Context: an optimization exercise on an open-source flow, tuned for small area, a short achievable clock period and few clock cycles per item. The choices shown serve that exercise and are no tape-out recipe.
Where RTL was checked, it was by simulation tests only, not by an equivalence proof against the original.
Function not checked in run 2: the RTL went through the layout flow alone.
No activity file was given, so power comes from the tool's default toggle rates.

File: flow/run.sh
#!/bin/bash
# synth_recipe.tcl (not shown) runs the flow's synth.tcl, then flattens the netlist and writes it again
# the make line also repeats each setting of config.mk as NAME=value (left out here)
make -C /OpenROAD-flow-scripts/flow DESIGN_CONFIG=/design/flow/config.mk WORK_HOME=/design/flow/orfs CLKGATE_MAP_FILE= SYNTH_SCRIPT=/design/flow/synth_recipe.tcl finish
File: flow/config.mk
export PLATFORM = sky130hd
export DESIGN_NAME = cla_mp_add_seq
export DESIGN_NICKNAME = cla_mp_add_seq
export VERILOG_FILES = /design/flow/design.v
export SDC_FILE = /design/flow/constraint.sdc
export NUM_CORES = 4
export LEC_CHECK = 0
export CAP_MARGIN = 20
export CORE_MARGIN = 2
export CORE_UTILIZATION = 40
export SLEW_MARGIN = 20
File: flow/constraint.sdc
create_clock -name core_clock -period 10.0 [get_ports {clk}]
set_input_delay 2.0000 -clock core_clock [delete_from_list [all_inputs] [get_ports {clk}]]
set_output_delay 2.0000 -clock core_clock [all_outputs]
set_load 0.01 [all_outputs]
File: flow/design.v
package cla_pkg;
    localparam int WORD_W = 64;
    typedef enum logic [1:0] {IDLE, RUN, DONE} state_t;
    function automatic integer idx_w(input integer n);
        idx_w = n <= 1 ? 1 : $clog2(n);
    endfunction
endpackage
module carry_look_ahead_64bit (
    input  logic [63:0] a,
    input  logic [63:0] b,
    input  logic        cin,
    output logic [63:0] sum,
    output logic        cout
);
    assign {cout, sum} = {1'b0, a} + {1'b0, b} + {64'd0, cin};
endmodule
import cla_pkg::*;
module cla_mp_add_seq #(
    parameter int NUM_WORDS = 4
) (
    input  logic                                 clk,
    input  logic                                 rst,
    input  logic                                 in_valid,
    output logic                                 in_ready,
    input  logic [NUM_WORDS*cla_pkg::WORD_W-1:0] in_a,
    input  logic [NUM_WORDS*cla_pkg::WORD_W-1:0] in_b,
    input  logic                                 in_cin,
    input  logic                                 in_sub,
    output logic                                 out_valid,
    input  logic                                 out_ready,
    output logic [NUM_WORDS*cla_pkg::WORD_W-1:0] out_sum,
    output logic                                 out_cout,
    output logic                                 out_ovf,
    output logic                                 busy
);
    localparam int W = NUM_WORDS * WORD_W;
    logic [W-1:0] bb, sum_r;
    logic [W:0]   r;
    logic         c0, cout_r, ovf_r, valid_r, take;
    assign bb   = in_b ^ {W{in_sub}};
    assign c0   = in_cin ^ in_sub;
    assign r    = {1'b0, in_a} + {1'b0, bb} + {{W{1'b0}}, c0};
    assign take = ~valid_r | out_ready;
    always_ff @(posedge clk) begin
        if (rst) valid_r <= 1'b0;
        else if (take) valid_r <= in_valid;
    end
    always_ff @(posedge clk) begin
        if (take) begin
            sum_r  <= r[W-1:0];
            cout_r <= r[W];
            ovf_r  <= in_a[W-1] ^ bb[W-1] ^ r[W-1] ^ r[W];
        end
    end
    assign in_ready  = take;
    assign out_valid = valid_r;
    assign busy      = valid_r;
    assign out_sum   = sum_r;
    assign out_cout  = cout_r;
    assign out_ovf   = ovf_r;
endmodule
==> flow_summary.toml, run 1 <==
[clock_network]
clk_pin_slew_ps = 50
clock_latency_ps = 570
cts_buffer_depth = 3
cts_resized = 0
cts_setup_buffers = 0
clockRootBuffer = "clkbuf_16"
cts_tree = "done"
clock-sinks = 259
cts_buffers = 36
ctsHoldBuffers = 0
htree_num_levels = 2

[floorplan]
start_util_pct = 40.35
die_h_um = 275.1
row_count = 99
die_area_mm2 = 0.07565
ios = 779
die_w_um = 275.1
coreArea_mm2 = 0.07283

[place]
io_buffers = 778
gp_congestion = 1.086
dp_hpwl_um = 124200
place_ws_ps = 2213

[pwr]
net-switching-power_mw = 2.786
pwr-share-clk_pct = 20.1
seq_power_share_pct = 26.5
switching_share_pct = 41.49
p_per_area_mw_per_mm2 = 171.6
p_comb_share_pct = 53.4
p_int_mw = 3.928
p_leak_nw = 14.59
ir_worst_vdd_mv = 0.1667

[timing]
rsz0062_at_grt = "no"
finalHoldViolations = 0
setup_violations = 0
worst_pin_slew_ps = 1209
finalClockSkew_ps = 18.23
clock.fmax_mhz = 135.6
timing.setup.tns_ps = 0
slew_violations = 0
max_slew_margin_pct = 18.92
post-route-period-util_pct = 73.74
min_period_ps = 7374
setup_slack_ps = 2626

[detailed_routing]
ant_nets = 0
drc = 0
drt_wl_total_um = 146000
drt_iter0_markers = 3251
wire_per_inst_um = 27.23
via_per_inst = 6.011
vias = 32220
dr.pass1.iters = 7

[setup_path]
cp.arrival_ps = 7670
critPathRequiredTime_ps = 10300
cp-start-kind = "input port"
crit_type = "in -> reg"
end_kind = "register"
crit_fanout = 75

[synth]
synth_area_per_cell_um2 = 7.999
synth_warnings = 1
synth-main-ff-cell = "edfxtp_1"
synthArstFlopShare_pct = 0
syn-cell-area_mm2 = 0.02939
ys_seq_elements = 259
syn_inst = 3674
synth_fp_nets = 4449
seq_area_frac_synth_pct = 26.43
synthDistinctLibCells = 95
synth_edf_count = 258

[global_route]
grtUsageTotal_pct = 36.73
grt_pass1_wl_um = 205900
grt_pass1_vias = 31400
overflow = 0
antenna_found_initial = 25
grt_max_degree = 123

[run]
maxCapViolations = 0

[min_path]
hp-class = "reg -> reg"

[layout]
final_cell_mix = "clkdlybuf4s50_1, a21oi_1, nand2_1"
post_route_cells_drive_above_1_share_pct = 3.448
fin_nets = 5128
areaGrowthSynthToFinish_pct = 33.09
fillCellCount = 7098
final_common_cell = "clkdlybuf4s50_1"

[outcome]
status = "finished clean"
per-layer routing:
layer  part of all wire [%]  routed length, um  track usage (%)  up-vias
met5                  0.043                 63                0        -
met4                    5.5               8056            18.81        8
met3                    8.3              12080            6.764      346
met2                     47              68170            61.39     1696
met1                     39              57600            45.12    15260
li1                       -                  -                -    14910
kinds of logic (layout without fill, tap and decap cells):
group	count (synthesis)	in the layout	synth area share, %
flops	259	259	26.43
simple gates	1143	1143	17.86
xor+xnor	510	510	15.20
other cells	0	22	0
compound gates	1249	1249	26.10
fa+ha+maj	257	257	10.99
buf+inv	256	961	3.410
metrics by stage:
step	hold slack (ps)	cell area (um^2)	instances	utilization [%]	power [mW]
detailed placement	873.7	37890	5274	52.03	5.298
CTS	882.8	39060	5338	53.62	6.669
finish	865.8	39110	5360	53.70	6.713
global route	918.9	39100	5356	53.69	6.991
global placement	877.5	37890	5274	52.03	5.319
floorplan	2069	29390	3674	-	3.559
layout make-up:
class / instances / area (um^2) / share of cell area, %
inverter: 106 / 397.9 / 1.017
timing repair buffer: 791 / 7903 / 20.20
clock buffer: 44 / 952.2 / 2.434
tap: 959 / 1200 / 3.068
sequential: 259 / 7767 / 19.86
multi-input combinational: 3159 / 20620 / 52.73
antenna: 22 / 55.05 / 0.1408
clock inverter: 20 / 212.7 / 0.5438
cells in the mapped netlist, types with 7 or more instances:
| cell | count | area [um^2] |
|---|---|---|
| nand3_1 | 53 | 265.3 |
| o31ai_1 | 27 | 202.7 |
| a21o_1 | 62 | 465.5 |
| nor2_1 | 327 | 1227 |
| nor4_1 | 31 | 193.9 |
| ha_1 | 255 | 3191 |
| nand4_1 | 150 | 938.4 |
| o21ai_1 | 18 | 90.09 |
| o221ai_1 | 11 | 96.34 |
| inv_1 | 106 | 397.9 |
| a211oi_1 | 18 | 135.1 |
| xor2_1 | 344 | 3013 |
| a21boi_0 | 21 | 157.7 |
| and4_1 | 7 | 61.31 |
| buf_1 | 25 | 93.84 |
| xnor2_1 | 166 | 1454 |
| and3_1 | 7 | 43.79 |
| nand2_1 | 391 | 1468 |
| nor2b_1 | 8 | 50.05 |
| buf_2 | 21 | 105.1 |
| edfxtp_1 | 258 | 7747 |
| a221oi_1 | 10 | 87.58 |
| and2_1 | 10 | 62.56 |
| nand2b_1 | 16 | 100.1 |
| o21ai_0 | 291 | 1456 |
| o21a_1 | 38 | 285.3 |
| or2_2 | 21 | 131.4 |
| or3_1 | 10 | 62.56 |
| a21oi_1 | 517 | 2587 |
| o211ai_1 | 22 | 165.2 |
| nor3_1 | 88 | 440.4 |
| a41oi_1 | 7 | 61.31 |
| clkbuf_1 | 99 | 371.6 |
| o21bai_1 | 92 | 690.7 |
| a31oi_1 | 21 | 131.4 |
state kept, by name, indices dropped and copies added (netlist names):
name and cells:
cout_r 1, ovf_r 1, sum_r 256, valid_r 1
critical path, stage by stage:
cell and delay [ps]:
buf_8 510, buf_4 560, buf_4 410, xor2_1 180, ha_1 310, a21oi_1 220, o21ai_0 200, a21oi_1 200
o21ai_0 90, a21oi_1 370, nor2_1 110, a211oi_1 950, o221ai_1 350, a21oi_1 380, nand3b_1 150, a21o_1 200
a21o_1 210, xnor2_1 120
power by group through the flow:
stage               Combinational (mW)  Clock (mW)  Sequential, mW
CTS                               3.52        1.36            1.78
global placement                  3.53           0            1.79
finish                            3.58        1.35            1.78
floorplan                         1.60           0            1.96
global route                      3.78        1.40            1.81
detailed placement                3.50           0            1.80
final timing paths:
| kind | start | end | slack, ps | cells past startpoint |
|---|---|---|---|---|
| setup / recovery | in_sub | ovf_r | 2630 | 18 |
| hold / removal | valid_r | valid_r | 870 | 2 |
| setup reg to reg | valid_r | sum_r[38] | 7330 | 3 |
| hold reg to reg | valid_r | valid_r | 870 | 2 |
Testbench counts, summed over its fixed seeds: cycles 1,608, items 1,600.
==> inputs of run 2 (changes only) <==
--- a/flow/design.v
+++ b/flow/design.v
@@ -5,18 +5,85 @@
         idx_w = n <= 1 ? 1 : $clog2(n);
     endfunction
 endpackage
-module carry_look_ahead_64bit (
-    input  logic [63:0] a,
-    input  logic [63:0] b,
-    input  logic        cin,
-    output logic [63:0] sum,
-    output logic        cout
+module pfx_add #(
+    parameter int N    = 256,
+    parameter int ARCH = 0
+) (
+    input  logic [N-1:0] a,
+    input  logic [N-1:0] b,
+    input  logic         cin,
+    output logic [N-1:0] sum,
+    output logic         cout
 );
-    assign {cout, sum} = {1'b0, a} + {1'b0, b} + {64'd0, cin};
+    localparam int M = N + 1;              
+    localparam int L = $clog2(M);
+    logic [M-1:0] g [0:2*L];
+    logic [M-1:0] p [0:2*L];
+    logic [M-1:0] cg;                      
+    assign g[0] = {a & b, cin};
+    assign p[0] = {a ^ b, 1'b0};
+    generate
+        if (ARCH == 0) begin : g_skl
+            for (genvar l = 0; l < L; l++) begin : g_lvl
+                for (genvar i = 0; i < M; i++) begin : g_bit
+                    if ((i >> l) & 1) begin : g_op
+                        localparam int J = ((i >> l) << l) - 1;
+                        assign g[l+1][i] = g[l][i] | p[l][i] & g[l][J];
+                        assign p[l+1][i] = p[l][i] & p[l][J];
+                    end else begin : g_pass
+                        assign g[l+1][i] = g[l][i];
+                        assign p[l+1][i] = p[l][i];
+                    end
+                end
+            end
+            assign cg = g[L];
+        end else if (ARCH == 1) begin : g_ks
+            for (genvar l = 0; l < L; l++) begin : g_lvl
+                for (genvar i = 0; i < M; i++) begin : g_bit
+                    if (i >= (1 << l)) begin : g_op
+                        assign g[l+1][i] = g[l][i] | p[l][i] & g[l][i-(1<<l)];
+                        assign p[l+1][i] = p[l][i] & p[l][i-(1<<l)];
+                    end else begin : g_pass
+                        assign g[l+1][i] = g[l][i];
+                        assign p[l+1][i] = p[l][i];
+                    end
+                end
+            end
+            assign cg = g[L];
+        end else begin : g_bk
+            for (genvar l = 0; l < L; l++) begin : g_up
+                for (genvar i = 0; i < M; i++) begin : g_bit
+                    if (((i + 1) % (1 << (l + 1))) == 0) begin : g_op
+                        assign g[l+1][i] = g[l][i] | p[l][i] & g[l][i-(1<<l)];
+                        assign p[l+1][i] = p[l][i] & p[l][i-(1<<l)];
+                    end else begin : g_pass
+                        assign g[l+1][i] = g[l][i];
+                        assign p[l+1][i] = p[l][i];
+                    end
+                end
+            end
+            for (genvar k = 0; k < L; k++) begin : g_dn
+                localparam int S = 1 << (L - 1 - k);
+                for (genvar i = 0; i < M; i++) begin : g_bit
+                    if (((i + 1) % (2 * S)) == S && i >= 2 * S - 1 && (i + 1) > S) begin : g_op
+                        assign g[L+k+1][i] = g[L+k][i] | p[L+k][i] & g[L+k][i-S];
+                        assign p[L+k+1][i] = p[L+k][i] & p[L+k][i-S];
+                    end else begin : g_pass
+                        assign g[L+k+1][i] = g[L+k][i];
+                        assign p[L+k+1][i] = p[L+k][i];
+                    end
+                end
+            end
+            assign cg = g[2*L];
+        end
+    endgenerate
+    assign sum  = p[0][N:1] ^ cg[N-1:0];
+    assign cout = cg[N];
 endmodule
 import cla_pkg::*;
 module cla_mp_add_seq #(
-    parameter int NUM_WORDS = 4
+    parameter int NUM_WORDS = 4,
+    parameter int ARCH      = 0
 ) (
     input  logic                                 clk,
     input  logic                                 rst,
@@ -34,22 +101,21 @@
     output logic                                 busy
 );
     localparam int W = NUM_WORDS * WORD_W;
-    logic [W-1:0] bb, sum_r;
-    logic [W:0]   r;
-    logic         c0, cout_r, ovf_r, valid_r, take;
+    logic [W-1:0] bb, s, sum_r;
+    logic         c0, co, cout_r, ovf_r, valid_r, take;
     assign bb   = in_b ^ {W{in_sub}};
     assign c0   = in_cin ^ in_sub;
-    assign r    = {1'b0, in_a} + {1'b0, bb} + {{W{1'b0}}, c0};
     assign take = ~valid_r | out_ready;
+    pfx_add #(.N(W), .ARCH(ARCH)) u_add (.a(in_a), .b(bb), .cin(c0), .sum(s), .cout(co));
     always_ff @(posedge clk) begin
         if (rst) valid_r <= 1'b0;
         else if (take) valid_r <= in_valid;
     end
     always_ff @(posedge clk) begin
         if (take) begin
-            sum_r  <= r[W-1:0];
-            cout_r <= r[W];
-            ovf_r  <= in_a[W-1] ^ bb[W-1] ^ r[W-1] ^ r[W];
+            sum_r  <= s;
+            cout_r <= co;
+            ovf_r  <= in_a[W-1] ^ bb[W-1] ^ s[W-1] ^ co;
         end
     end
     assign in_ready  = take;
--- a/flow/config.mk
+++ b/flow/config.mk
@@ -8,4 +8,5 @@
 export CAP_MARGIN = 20
 export CORE_MARGIN = 2
 export CORE_UTILIZATION = 40
+export SETUP_SLACK_MARGIN = 5
 export SLEW_MARGIN = 20
==> flow_summary.toml, run 2 <==
[layout]
fin_nets = 3900
final_cell_mix = "clkdlybuf4s50_1, xor2_1, edfxtp_1"
largest_reg_flops = 256
fillCellCount = 3798
final_common_cell = "clkdlybuf4s50_1"
post_route_cells_drive_above_1_share_pct = 24.09
regMostFlops = "sum_r"
post-route-util_pct = 70.36
areaGrowthSynthToFinish_pct = 74.03

[synth]
synth_warnings = 4
synth_fp_nets = 2752
syn_inst = 1970
synth.top_cells.by_count = "xor2_1, edfxtp_1, ha_1, a21oi_1, xnor2_1"
yosysTopAreaCellShare_pct = 37.43
synthDistinctLibCells = 74
synthArstFlopShare_pct = 0
ys_seq_elements = 259
synth.most_common_cell = "xor2_1"
synth_area_leader_cell = "edfxtp_1"
synth_edf_count = 258
syn-cell-area_mm2 = 0.02070
synth-main-ff-cell = "edfxtp_1"
ys_top_cells_by_area = "edfxtp_1, ha_1, xor2_1"
synth_area_per_cell_um2 = 10.51
seq_area_frac_synth_pct = 37.52

[clock_network]
clockRootBuffer = "clkbuf_16"
clock-sinks = 259
ctsHoldBuffers = 0
htree_num_levels = 2
cts_buffer_depth = 3
cts_buffers = 36
clock_latency_ps = 550
cts_tree = "done"
clk_pin_slew_ps = 60

[timing]
setup_violations = 0
clock.fmax_mhz = 171.9
worst_pin_slew_ps = 834.0
min_period_ps = 5818
timing.setup.tns_ps = 0
whs_ps = 1080
post-route-period-util_pct = 58.18
setup_slack_ps = 4182
slew_violations = 0
rsz0062_at_grt = "yes"
finalHoldViolations = 0
finalClockSkew_ps = 15.37
max_slew_margin_pct = 44.40

[setup_path]
critPathRequiredTime_ps = 10290
critPathBufInv = 15
crit_path_start = "in_sub"
cp_common_cell = "buf_6"
cpMaxStageDelayCell = "ha_1"
crit_type = "in -> reg"
end_kind = "register"
cp-start-kind = "input port"
cp.arrival_ps = 6100
r2r_start = "valid_r"
cpLargestDelayFamily = "buffers and inverters"
critPathMaxStageDelay_ps = 320
crit_fanout = 6

[floorplan]
die_w_um = 231.5
row_count = 83
ios = 779
start_util_pct = 40.43
coreArea_mm2 = 0.05120
die_h_um = 231.5
die_area_mm2 = 0.05359

[pwr]
net-switching-power_mw = 2.068
pwr-share-clk_pct = 21.2
ir_worst_vdd_mv = 0.1505
p_per_area_mw_per_mm2 = 167.3
p_comb_share_pct = 49.7
seq_power_share_pct = 29.1
p_leak_nw = 15.23
p_int_mw = 3.959
switching_share_pct = 34.31
finalPower_mw = 6.026

[global_route]
grt_max_degree = 70
grt_pass1_vias = 20710
antenna_found_initial = 50
overflow = 0
grt_pass1_wl_um = 132300
grtUsageTotal_pct = 33.47

[run]
maxCapViolations = 0

[detailed_routing]
ant_nets = 0
drt_wl_total_um = 96150
via_per_inst = 5.380
drc = 0
dr.pass1.iters = 5
vias = 20780
drt_iter0_markers = 1318
wire_per_inst_um = 24.89

[place]
dp_hpwl_um = 71310
gp_congestion = 0.9790
place_ws_ps = 2426
io_buffers = 778

[outcome]
status = "finished clean"

[min_path]
hp-start = "valid_r"
hp-class = "reg -> reg"
[run 2: cell families after synthesis]
| logic type | count (synthesis) | synth area share (%) |
|---|---|---|
| xor gates and xnor gates | 473 | 20.01 |
| AOI/OAI and AO/OA | 439 | 13.82 |
| and+or+nand+nor | 439 | 10.57 |
| adders and majority gates | 264 | 16.28 |
| DFF | 259 | 37.52 |
| buffers and inverters | 95 | 1.741 |
| muxes | 1 | 0.04836 |
[run 2: final cells by class]
type,count,area [um^2],share of cell area [%]
multi-input cells,1617,14640,40.64
clock inverters,19,158.9,0.4411
repair buffers,1140,11310,31.40
clock buffers,44,952.2,2.643
well taps,680,850.8,2.362
inverters,64,242.7,0.6738
diodes,40,100.1,0.2779
flip-flops and latches,259,7767,21.56
[run 2: stage by stage]
stage	std cells	instance area (um^2)
floorplan	1970	21180
global placement	3410	29630
detailed placement	3410	29630
CTS	3722	34050
global route	3853	36000
finish	3863	36020
[run 2: per-layer routing]
layer	share of wire, %	vias up	track usage (%)
met3	8.1	254	9.240
li1	-	9535	-
met5	0.12	-	0
met1	36	10080	36.73
met2	50	897	58.99
met4	5.5	18	17.12
[run 2: timing repair]
action	in CTS	in global routing
endpoints found under the setup margin	300	261
pin swaps	244	201
gates cloned	13	0
gates resized for setup	339	259
buffers inserted	236	101
[run 2: path summary, 6_finish.rpt]
path | endpoint | cells after the start | slack [ps]
setup / recovery | sum_r[70] | 30 | 4180
hold / removal | sum_r[166] | 1 | 1080
setup reg to reg | sum_r[197] | 5 | 6570
hold reg to reg | sum_r[166] | 1 | 1080
[run 2: power by group through the flow]
| stage | clock, mW | sequential [mW] | combinational (mW) |
|---|---|---|---|
| 2_1_floorplan | 0 | 1.92 | 0.995 |
| 4_1_cts | 1.29 | 1.75 | 2.72 |
| 6_report | 1.27 | 1.76 | 3.00 |
| 3_3_place_gp | 0 | 1.77 | 2.39 |
| 3_5_place_dp | 0 | 1.77 | 2.41 |
| 5_1_grt | 1.33 | 1.78 | 3.15 |

==> re-timing with driven ports <==
How much do the figures lean on ideal ports? The routed layouts below were timed once more, with nothing changed but the port constraints.
Step 1 (the two cells are an assumption about what drives the block):
set clk [get_ports {clk}]
set_driving_cell -lib_cell sky130_fd_sc_hd__clkbuf_16 $clk
set_driving_cell -lib_cell sky130_fd_sc_hd__buf_2 [delete_from_list [all_inputs] $clk]
Step 2, shift: input delay + t, output delay - t, t = (earliest + latest rising clock arrival at the registers) / 2. This alone moves slack from input paths to output paths.
a / b / c = ideal / step 1 / step 2; a / b = the first two.
| run | t (ns) | slack for setup (ns) | worst setup path after step 2 | latest minus earliest clock arrival (ns) | pins driven straight from the clock port |
|---|---|---|---|---|---|
| run 1 | 0.629 | 2.626 / 2.646 / 2.016 | input to register | 0.027 / 0.027 | 1 |
| run 2 | 0.595 | 4.182 / 3.769 / 3.174 | input to register | 0.020 / 0.020 | 1 |
After both steps every run listed still meets setup and hold. The setup slack of run 2, which loses most, moves by -0.413 ns with the drivers and by -1.008 ns with both steps.
